What follows belongs to an exercise in optimizing a design on an open flow for a short achievable clock period and few clock cycles; a production flow would make more cautious choices. Only simulation tests tie the RTL to the original design; equivalence was not proved. Power and IR drop assume default switching activity.

<file path="flow/flow/run.sh">
#!/bin/bash
# The standard layout (the standard.sh, every ORFS step unchanged), run with
# a larger setup margin for ORFS's timing repair so that it works the paths
# toward a shorter period than the design's 10 ns clock needs. The SDC, the
# clock and the I/O constraints are the design's.
set -euo pipefail
export SETUP_SLACK_MARGIN=6.5
export TNS_END_PERCENT=100
bash standard.sh > standard.log 2>&1
</file>
<file path="flow/standard.sh">
#!/bin/bash
# synth_recipe.tcl (not shown) runs the flow's synth.tcl, then flattens the netlist and writes it again
# the make line also repeats each setting of config.mk as NAME=value (left out here)
make -C /OpenROAD-flow-scripts/flow DESIGN_CONFIG=/design/flow/config.mk WORK_HOME=/design/flow/orfs CLKGATE_MAP_FILE= SYNTH_SCRIPT=/design/flow/synth_recipe.tcl "${@:-finish}"
</file>
<file path="flow/config.mk">
export PLATFORM = sky130hd
export DESIGN_NAME = mips_system
export DESIGN_NICKNAME = mips_system
export VERILOG_FILES = /design/flow/design.v
export SDC_FILE = /design/flow/constraint.sdc
export NUM_CORES = 4
export LEC_CHECK = 0
export ABC_CLOCK_PERIOD_IN_PS = 2000
export CAP_MARGIN = 20
export CORE_MARGIN = 2
export CORE_UTILIZATION = 40
export SLEW_MARGIN = 20
</file>
<file path="flow/constraint.sdc">
create_clock -name core_clock -period 10.0 [get_ports {clk}]
set_input_delay 2.0000 -clock core_clock [delete_from_list [all_inputs] [get_ports {clk}]]
set_output_delay 2.0000 -clock core_clock [all_outputs]
set_load 0.01 [all_outputs]
</file>
<file path="flow/design.v">
`timescale 1ns/1ps
package mips_pkg;
    typedef logic [31:0] word_t;
    typedef logic [4:0]  reg_idx_t;
    typedef enum logic [3:0] {
        ALU_ADD,
        ALU_SUB,
        ALU_AND,
        ALU_OR,
        ALU_XOR,
        ALU_NOR,
        ALU_SLT,
        ALU_SLTU,
        ALU_SLL,
        ALU_SRL,
        ALU_SRA,
        ALU_LUI
    } alu_op_t;
    localparam word_t RESET_VECTOR = 32'h0000_0004;
    localparam int MEM_WORDS       = 64;
    localparam int MEM_INDEX_BITS  = $clog2(MEM_WORDS);
    localparam int LOAD_ADDR_BITS  = 8;     
    localparam int RAM_WAIT_CYCLES = 1;     
    localparam int WAIT_CNT_BITS   = $clog2(RAM_WAIT_CYCLES + 1);
    localparam logic [5:0] OP_SPECIAL = 6'h00;
    localparam logic [5:0] OP_BEQ     = 6'h04;
    localparam logic [5:0] OP_BNE     = 6'h05;
    localparam logic [5:0] OP_ADDIU   = 6'h09;
    localparam logic [5:0] OP_SLTI    = 6'h0A;
    localparam logic [5:0] OP_SLTIU   = 6'h0B;
    localparam logic [5:0] OP_ANDI    = 6'h0C;
    localparam logic [5:0] OP_ORI     = 6'h0D;
    localparam logic [5:0] OP_XORI    = 6'h0E;
    localparam logic [5:0] OP_LUI     = 6'h0F;
    localparam logic [5:0] OP_LW      = 6'h23;
    localparam logic [5:0] OP_SW      = 6'h2B;
    localparam logic [5:0] FN_SLL  = 6'h00;
    localparam logic [5:0] FN_SRL  = 6'h02;
    localparam logic [5:0] FN_SRA  = 6'h03;
    localparam logic [5:0] FN_JR   = 6'h08;
    localparam logic [5:0] FN_ADDU = 6'h21;
    localparam logic [5:0] FN_SUBU = 6'h23;
    localparam logic [5:0] FN_AND  = 6'h24;
    localparam logic [5:0] FN_OR   = 6'h25;
    localparam logic [5:0] FN_XOR  = 6'h26;
    localparam logic [5:0] FN_SLT  = 6'h2A;
    localparam logic [5:0] FN_SLTU = 6'h2B;
endpackage
`timescale 1ns/1ps
module mips_system
(
    input  logic        clk,
    input  logic        reset,
    input  logic        load_en,
    input  logic [7:0]  load_addr,
    input  logic [31:0] load_data,
    output logic        active,
    output logic [31:0] register_v0
);
    logic        ld_q;
    logic [5:0]  ld_idx_q;
    logic [31:0] ld_data_q;
    logic        ld_first_q;     
    logic        reset_q;
    always_ff @(posedge clk) begin
        ld_q       <= load_en;
        ld_idx_q   <= load_addr[7:2];
        ld_data_q  <= load_data;
        ld_first_q <= load_en && (load_addr[7:2] == 6'd1);
        reset_q    <= reset;
    end
    logic        halted;
    logic [31:0] fpc;            
    logic        d_v;
    logic [31:0] d_ir, d_pc, d_pc4;
    logic        e_v;
    logic [31:0] e_pc;
    logic [31:0] e_a, e_b, e_sd, e_btgt;
    logic        e_fa, e_fb, e_fs;
    logic        e_add, e_sub, e_and, e_or, e_xor, e_slt, e_sltu, e_sll, e_srl, e_sra;
    logic [4:0]  e_sh;
    logic        e_we, e_lw, e_sw, e_beq, e_bne, e_jr, e_bz, e_halt, e_wv0;
    logic [4:0]  e_rd;
    logic        m_v;
    logic [31:0] m_res, m_sd;
    logic        m_we, m_lw, m_sw, m_halt, m_lv0;
    logic [4:0]  m_rd;
    logic [31:0] mem [0:63];
    logic        st_en;
    logic [5:0]  st_idx;
    always_ff @(posedge clk) begin
        if (ld_q) begin
            mem[ld_idx_q] <= ld_data_q;
        end else if (st_en) begin
            mem[st_idx] <= m_sd;
        end
    end
    logic [31:0] rf [1:31];
    logic        m_wen;
    logic [31:0] m_wd;
    always_ff @(posedge clk) begin
        if (reset_q) begin
            for (int i = 1; i < 32; i++) begin
                rf[i] <= '0;
            end
        end else if (m_wen) begin
            rf[m_rd] <= m_wd;
        end
    end
    logic [31:0] v0r;
    assign register_v0 = v0r;
    logic [31:0] a, b, sum, res, tgt32, tgt32_4;
    logic [32:0] diff;
    logic        eq, taken, redirect, tgt_zero, lt_s;
    assign a    = e_fa ? m_res : e_a;
    assign b    = e_fb ? m_res : e_b;
    assign sum  = a + b;
    assign diff = {1'b0, a} - {1'b0, b};
    assign lt_s = (a[31] != b[31]) ? a[31] : diff[31];
    always_comb begin
        res = ({32{e_add}} & sum)
            | ({32{e_sub}} & diff[31:0])
            | ({32{e_and}} & (a & b))
            | ({32{e_or}}  & (a | b))
            | ({32{e_xor}} & (a ^ b))
            | ({32{e_slt}} & {31'b0, lt_s})
            | ({32{e_sltu}} & {31'b0, diff[32]})
            | ({32{e_sll}} & (b << e_sh))
            | ({32{e_srl}} & (b >> e_sh))
            | ({32{e_sra}} & 32'($signed(b) >>> e_sh));
    end
    assign eq       = (a == b);
    assign taken    = e_v && ((e_beq && eq) || (e_bne && !eq) || e_jr);
    assign redirect = taken;
    assign tgt32    = e_jr ? a : e_btgt;
    assign tgt32_4  = e_jr ? (a + 32'd4) : (e_btgt + 32'd4);
    assign tgt_zero = e_jr ? (a == '0) : e_bz;
    logic [31:0] m_ld;
    logic        halt_commit, halt_e, halt_m;
    assign m_ld        = mem[m_res[7:2]];
    assign m_wd        = m_lw ? m_ld : m_res;
    assign m_wen       = m_v && m_we;
    assign st_en       = m_v && m_sw;
    assign st_idx      = m_res[7:2];
    assign halt_e      = e_v && e_halt && !e_lw && !e_sw;
    assign halt_m      = m_v && m_halt;
    assign halt_commit = halt_e || halt_m;
    logic        flush;
    logic [31:0] restart_pc;
    assign flush = st_en && ((e_v && e_pc[7:2] == st_idx) || (d_v && d_pc[7:2] == st_idx) ||
                             (fpc[7:2] == st_idx) || (tgt32[7:2] == st_idx));
    assign restart_pc = e_v ? e_pc : (d_v ? d_pc : fpc);
    logic [5:0]  d_op, d_fn;
    logic [4:0]  d_rs, d_rt, d_rd, d_dst;
    logic [31:0] d_simm, d_imm, rs_val, rt_val;
    logic        d_uses_rs, d_uses_rt, d_use_imm, d_lui, d_we;
    logic        d_add, d_sub, d_and, d_or, d_xor, d_slt, d_sltu, d_sll, d_srl, d_sra;
    logic        d_lw, d_sw, d_beq, d_bne, d_jr;
    logic        stall;
    logic [31:0] d_btgt;
    assign d_op   = d_ir[31:26];
    assign d_fn   = d_ir[5:0];
    assign d_rs   = d_ir[25:21];
    assign d_rt   = d_ir[20:16];
    assign d_rd   = d_ir[15:11];
    assign d_simm = {{16{d_ir[15]}}, d_ir[15:0]};
    always_comb begin
        d_add = 1'b0; d_sub = 1'b0; d_and = 1'b0; d_or = 1'b0; d_xor = 1'b0;
        d_slt = 1'b0; d_sltu = 1'b0; d_sll = 1'b0; d_srl = 1'b0; d_sra = 1'b0;
        d_lw = 1'b0; d_sw = 1'b0; d_beq = 1'b0; d_bne = 1'b0; d_jr = 1'b0;
        d_we = 1'b0; d_uses_rs = 1'b0; d_uses_rt = 1'b0; d_use_imm = 1'b0;
        d_lui = 1'b0; d_dst = d_rt; d_imm = d_simm;
        if (d_op == 6'h00) begin
            d_dst = d_rd;
            case (d_fn)
                6'h21: begin d_add  = 1'b1; d_we = 1'b1; d_uses_rs = 1'b1; d_uses_rt = 1'b1; end
                6'h23: begin d_sub  = 1'b1; d_we = 1'b1; d_uses_rs = 1'b1; d_uses_rt = 1'b1; end
                6'h24: begin d_and  = 1'b1; d_we = 1'b1; d_uses_rs = 1'b1; d_uses_rt = 1'b1; end
                6'h25: begin d_or   = 1'b1; d_we = 1'b1; d_uses_rs = 1'b1; d_uses_rt = 1'b1; end
                6'h26: begin d_xor  = 1'b1; d_we = 1'b1; d_uses_rs = 1'b1; d_uses_rt = 1'b1; end
                6'h2A: begin d_slt  = 1'b1; d_we = 1'b1; d_uses_rs = 1'b1; d_uses_rt = 1'b1; end
                6'h2B: begin d_sltu = 1'b1; d_we = 1'b1; d_uses_rs = 1'b1; d_uses_rt = 1'b1; end
                6'h00: begin d_sll  = 1'b1; d_we = 1'b1; d_uses_rt = 1'b1; end
                6'h02: begin d_srl  = 1'b1; d_we = 1'b1; d_uses_rt = 1'b1; end
                6'h03: begin d_sra  = 1'b1; d_we = 1'b1; d_uses_rt = 1'b1; end
                6'h08: begin d_jr   = 1'b1; d_uses_rs = 1'b1; end
                default: ;
            endcase
        end else begin
            case (d_op)
                6'h09: begin d_add  = 1'b1; d_we = 1'b1; d_uses_rs = 1'b1; d_use_imm = 1'b1; end
                6'h0A: begin d_slt  = 1'b1; d_we = 1'b1; d_uses_rs = 1'b1; d_use_imm = 1'b1; end
                6'h0B: begin d_sltu = 1'b1; d_we = 1'b1; d_uses_rs = 1'b1; d_use_imm = 1'b1; end
                6'h0C: begin d_and  = 1'b1; d_we = 1'b1; d_uses_rs = 1'b1; d_use_imm = 1'b1;
                             d_imm = {16'h0000, d_ir[15:0]}; end
                6'h0D: begin d_or   = 1'b1; d_we = 1'b1; d_uses_rs = 1'b1; d_use_imm = 1'b1;
                             d_imm = {16'h0000, d_ir[15:0]}; end
                6'h0E: begin d_xor  = 1'b1; d_we = 1'b1; d_uses_rs = 1'b1; d_use_imm = 1'b1;
                             d_imm = {16'h0000, d_ir[15:0]}; end
                6'h0F: begin d_or   = 1'b1; d_we = 1'b1; d_lui = 1'b1; d_use_imm = 1'b1;
                             d_imm = {d_ir[15:0], 16'h0000}; end
                6'h23: begin d_lw   = 1'b1; d_add = 1'b1; d_we = 1'b1; d_uses_rs = 1'b1; d_use_imm = 1'b1; end
                6'h2B: begin d_sw   = 1'b1; d_add = 1'b1; d_uses_rs = 1'b1; d_uses_rt = 1'b1; d_use_imm = 1'b1; end
                6'h04: begin d_beq  = 1'b1; d_uses_rs = 1'b1; d_uses_rt = 1'b1; end
                6'h05: begin d_bne  = 1'b1; d_uses_rs = 1'b1; d_uses_rt = 1'b1; end
                default: ;
            endcase
        end
        if (d_dst == 5'd0) begin
            d_we = 1'b0;
        end
    end
    assign rs_val = (d_rs == 5'd0) ? '0 : ((m_wen && m_rd == d_rs) ? m_wd : rf[d_rs]);
    assign rt_val = (d_rt == 5'd0) ? '0 : ((m_wen && m_rd == d_rt) ? m_wd : rf[d_rt]);
    assign stall = d_v && e_v && e_lw && e_we &&
                   ((d_uses_rs && e_rd == d_rs) || (d_uses_rt && e_rd == d_rt));
    assign d_btgt = d_pc4 + {d_simm[29:0], 2'b00};
    logic [31:0] f_seq, f_tgt, f_word, fetch_pc, fetch_pc4, fpc_inc;
    assign f_seq     = mem[fpc[7:2]];
    assign f_tgt     = mem[tgt32[7:2]];
    assign f_word    = (reset_q && ld_first_q) ? ld_data_q : (redirect ? f_tgt : f_seq);
    assign fetch_pc  = redirect ? tgt32 : fpc;
    assign fpc_inc   = fpc + 32'd4;
    assign fetch_pc4 = ({32{redirect}} & tgt32_4) | ({32{!redirect}} & fpc_inc);
    always_ff @(posedge clk) begin
        if (reset_q) begin
            v0r <= '0;
        end else if (e_v && e_wv0 && !flush && !halt_m) begin
            v0r <= res;
        end else if (m_v && m_lv0) begin
            v0r <= m_ld;
        end
    end
    always_ff @(posedge clk) begin
        if (reset) begin
            halted <= 1'b0;
            active <= 1'b0;
        end else if (halt_commit) begin
            halted <= 1'b1;
            active <= 1'b0;
        end else if (!halted) begin
            active <= 1'b1;
        end
    end
    always_ff @(posedge clk) begin
        if (reset) begin
            fpc <= 32'd4;
            d_v <= 1'b0;
        end else if (halt_commit || halted) begin
            d_v <= 1'b0;
        end else if (flush) begin
            d_v <= 1'b0;
            fpc <= restart_pc;
        end else if (stall) begin
            fpc <= fetch_pc;
        end else begin
            d_v <= 1'b1;
            fpc <= fetch_pc4;
        end
    end
    always_ff @(posedge clk) begin
        if (!stall) begin
            d_ir  <= f_word;
            d_pc  <= fetch_pc;
            d_pc4 <= fetch_pc4;
        end
    end
    always_ff @(posedge clk) begin
        if (reset || halt_commit || halted || flush || stall) begin
            e_v <= 1'b0;
        end else begin
            e_v <= d_v;
        end
        e_pc   <= d_pc;
        e_a    <= d_lui ? '0 : rs_val;
        e_b    <= d_use_imm ? d_imm : rt_val;
        e_sd   <= rt_val;
        e_fa   <= e_v && e_we && (e_rd == d_rs) && d_uses_rs;
        e_fb   <= e_v && e_we && (e_rd == d_rt) && !d_use_imm;
        e_fs   <= e_v && e_we && (e_rd == d_rt);
        e_add  <= d_add;
        e_sub  <= d_sub;
        e_and  <= d_and;
        e_or   <= d_or;
        e_xor  <= d_xor;
        e_slt  <= d_slt;
        e_sltu <= d_sltu;
        e_sll  <= d_sll;
        e_srl  <= d_srl;
        e_sra  <= d_sra;
        e_sh   <= d_ir[10:6];
        e_we   <= d_we;
        e_rd   <= d_dst;
        e_lw   <= d_lw;
        e_sw   <= d_sw;
        e_beq  <= d_beq;
        e_bne  <= d_bne;
        e_jr   <= d_jr;
        e_btgt <= d_btgt;
        e_bz   <= (d_btgt == '0);
        e_halt <= redirect && tgt_zero;
        e_wv0  <= d_we && !d_lw && (d_dst == 5'd2);
    end
    always_ff @(posedge clk) begin
        if (reset || halt_commit || halted || flush) begin
            m_v <= 1'b0;
        end else begin
            m_v <= e_v;
        end
        m_res  <= res;
        m_sd   <= e_fs ? m_res : e_sd;
        m_we   <= e_we;
        m_rd   <= e_rd;
        m_lw   <= e_lw;
        m_sw   <= e_sw;
        m_halt <= e_halt;
        m_lv0  <= e_lw && e_we && (e_rd == 5'd2);
    end
endmodule
</file>
==> run notes <==
==> layout make-up <==
type                       count  area [sq um]
fill                       38400        238000
sequential                  3556        103000
multi-input combinational   7528         96700
timing repair buffer        1551         23300
clock buffer                 511         10600
tap                         6425          8040
clock inverter               210          1980
inverter                     185           771
antenna                       25          62.6
timing repair inverter         3          26.3
==> logic make-up (layout without fill, tap and decap cells) <==
group                      count (synthesis)  in the layout  share of synthesized area [%]
xor gates and xnor gates                 142            142                          0.642
adders and majority gates                131            131                          0.861
DFF                                     3556           3556                           53.1
buffers and inverters                   1313           2460                           3.07
muxes                                   2851           2852                           31.3
other                                      0             25                              0
and+or+nand+nor                         3131           3131                           6.82
AOI/OAI and AO/OA                       1262           1272                           4.26
==> Yosys cell counts (22+ instances only) <==
cell type  number
nor4_1         31
o21ai_0       215
o22ai_1        46
nand4_1        47
ha_1          127
nor2b_1        73
and2_1         27
dfxtp_1       390
xnor2_1        85
a31oi_1       100
a22oi_1        22
and3_1         63
inv_1         155
nor3_1         81
xor2_1         57
buf_6          36
inv_2          28
buf_1         140
nor2_1       1404
buf_2         282
nand2_1      1048
o21a_1         27
a21oi_1       374
clkbuf_1      576
nand2b_1       59
edfxtp_1     3166
mux2_2         87
a21o_1         37
mux4_2       2531
a211oi_1      135
mux2i_1       206
o211ai_1       30
nand3_1       211
buf_4          86
a221oi_1       27
==> flip-flops by register name, indices dropped and copies added, names as in the netlist, 5 cells and up, named ones only <==
name	count
e_a	32
d_pc4	30
e_btgt	32
m_rd	5
mem	2048
e_b	32
d_pc	32
ld_data_q	32
m_res	32
ld_idx_q	6
m_sd	32
v0r	32
e_rd	5
e_sd	32
e_pc	30
rf	1024
fpc	32
e_sh	5
d_ir	32
==> how the worst min path moves through the flow <==
stage,end,slack (ps),depth (start not counted)
2_1_floorplan,m_sw,320,0
3_3_place_gp,e_pc[30],350,0
3_5_place_dp,e_pc[19],360,0
5_1_grt,m_halt,360,0
4_1_cts,m_halt,340,0
6_report,m_halt,330,0
==> critical path, cell delays in order, from the launching register on <==
cell     delay [ps]
dfxtp_4         430
buf_12          140
buf_12          100
buf_12          130
mux2i_4         390
ha_4            280
nor4_4          290
buf_4           180
nand4_1         210
or4b_4          560
and3_4          270
buf_12          160
buf_12          140
buf_16          150
buf_12          130
nand3_4          50
buf_6           160
o22ai_4          80
a21oi_4         440
==> stage by stage <==
stage	setup WS, ps	cells	area (sq um)	hold slack, ps
3_3_place_gp	3280	18100	202000	348
4_1_cts	5450	19700	234000	341
6_report	5410	20000	245000	333
3_5_place_dp	3150	18100	202000	357
5_1_grt	5290	20000	244000	357
2_1_floorplan	5740	12400	194000	324
==> what timing repair did <==
item                       in CTS  in global routing
gates resized for setup      1866               1836
buffers inserted              689                192
cloned                        176                 50
pin swaps                     504                668
setup endpoints to repair    4151               2260
hold buffers                    0                  0
==> routing by layer <==
metal	up-vias	part of all wire (%)	GRT usage, %
met3	3052	15	12.5
met4	34	9.3	24.8
li1	52200	-	-
met2	12800	43	48.2
met5	-	0.091	0.735
met1	73100	32	40.1
==> power groups by stage <==
stage | combinational, mW | sequential [mW] | clock [mW]
floorplan | 13.6 | 17.4 | 0
global placement | 19.8 | 18.2 | 0
detailed placement | 20.0 | 18.3 | 0
CTS | 26.2 | 17.8 | 14.5
global route | 29.7 | 17.9 | 15.1
finish | 29.3 | 17.8 | 14.5
==> results.cfg <==
[logic_synthesis]
yosys_register_bits = 3556
syn_inst = 12400
synth_enable_flop_cells = 3166
ys.warnings.count = 1
synth_area_leaders = edfxtp_1 (49%), mux4_2 (29%), dfxtp_1 (4.0%)
synth_top_area_share_pct = 49.0
synth_nets = 12600
synthArstFlopShare_pct = 0
ys.flop_type = edfxtp_1
syn_area_per_cell_sq_um = 15.7
synth_cell_type_count = 104
synth_top_area_cell = edfxtp_1
seq_area_frac_synth_pct = 53.1
syn_area_sq_um = 194000

[sta]
worst_slew_pin_slew_ps = 1320
drv_slew = 0
period_needed_ps = 4590
rsz0062_at_grt = yes
final_hold_viol_count = 0
fin_crit_sh_pct = 45.9
fmax_mhz = 218
finalSetupViolations = 0
final.setup_skew_ps = 139
maxSlewHeadroom_pct = 11.6
tns_ps = 0

[finish]
postLayoutCoreUtil_pct = 50.7
finalNetCount = 13400
final_cell_mix = edfxtp_1 (3166), mux4_2 (2531), nand2_1 (883), nor2_4 (771), nor2_1 (551)
area_growth_pct = 26.2
final_common_cell = edfxtp_1
layout-drive-gt1-share_pct = 47.8

[route]
drt-initial-drc-count = 23800
vias_per_cell = 7.06
via_count = 141000
wl_per_cell_um = 42.2
routed_wl_um = 843000
antenna_left = 0
drc = 0
first_pass_iters = 9

[power_and_ir_drop]
power_switching_mw = 24.1
pwr-share-clk_pct = 23.6
p_leak_nw = 79.4
p_seq_share_pct = 28.9
p_total_mw = 61.7
power_density_nw_per_um2 = 252
swShare_pct = 39.1
p_comb_share_pct = 47.5
peakVddDrop_mv = 0.194
intPower_mw = 37.6

[floorplanning]
core_area_sq_um = 482000
die_area_sq_um = 490000
start_util_pct = 40.2
dieWidth_um = 700
io_pins = 76
die_y_um = 700
rows = 255

[global_routing]
grt_pass1_vias = 137000
grt_use_total_pct = 33.1
grt_pass1_wl_um = 1130000
antenna_found_initial = 33
overflow = 0
grt_start_max_net_pins = 112

[critical_path]
critical_path_class = flop to flop
cp-start-kind = flop
ff2ff_path_depth = 18
critPathCapture = d_ir[5]
r2r_end = d_ir[5]
rrSetupSlack_ps = 5410
cp_max_fo = 5
end_kind = flop
r2r_start = e_fa
crit_required_ps = 10750
cp-startpoint = e_fa
worst_ep_arrival_time_ps = 5340

[clock_tree]
cts.clk_slew.worst_paths_ps = 60
cts.sinks = 3556
cts_root_buf = clkbuf_16
ctsHtreeMaxLevel = 5
clockBufferDepth = 4
cts_buffers = 393
cts_tree = built
clk_latency_ps = 1120

[placed_design]
dpl.hpwl_um = 457000
io_buffers = 73
globalplace.congestion = 0.944

[hold_path]
hold_path_class = flop to flop
hold_start = e_halt

[status]
status = complete, no violations

[job]
cap_violations = 0
Testbench counts, summed over its fixed seeds: cycles 23,633.

[separate check: timing with driven ports]
The flow's constraints put no driver on any port. The routed layout listed below was extracted and timed again, unchanged, in two steps.
Step 1 assumes that a clkbuf_16 drives the clock port and a buf_2 every other input.
Step 2 moves the port delays by t, midway between the first and last clock arrival at a register: inputs arrive t later, outputs are due t later. That takes back most of the time a late clock gives input paths.
a / b / c = no drivers / after step 1 / after step 2; a / b = the first two.
shift t [ns]: 1.164
setup WS [ns]: 5.413 / 5.413 / 5.413
worst hold slack (ns): 0.333 / 0.333 / 0.333
worst register clock-pin slew, ns: 0.07 / 0.07
After both steps setup and hold are still met in this run. For this run, drivers alone change the setup slack by 0.000 ns; drivers and shift together by 0.000 ns.
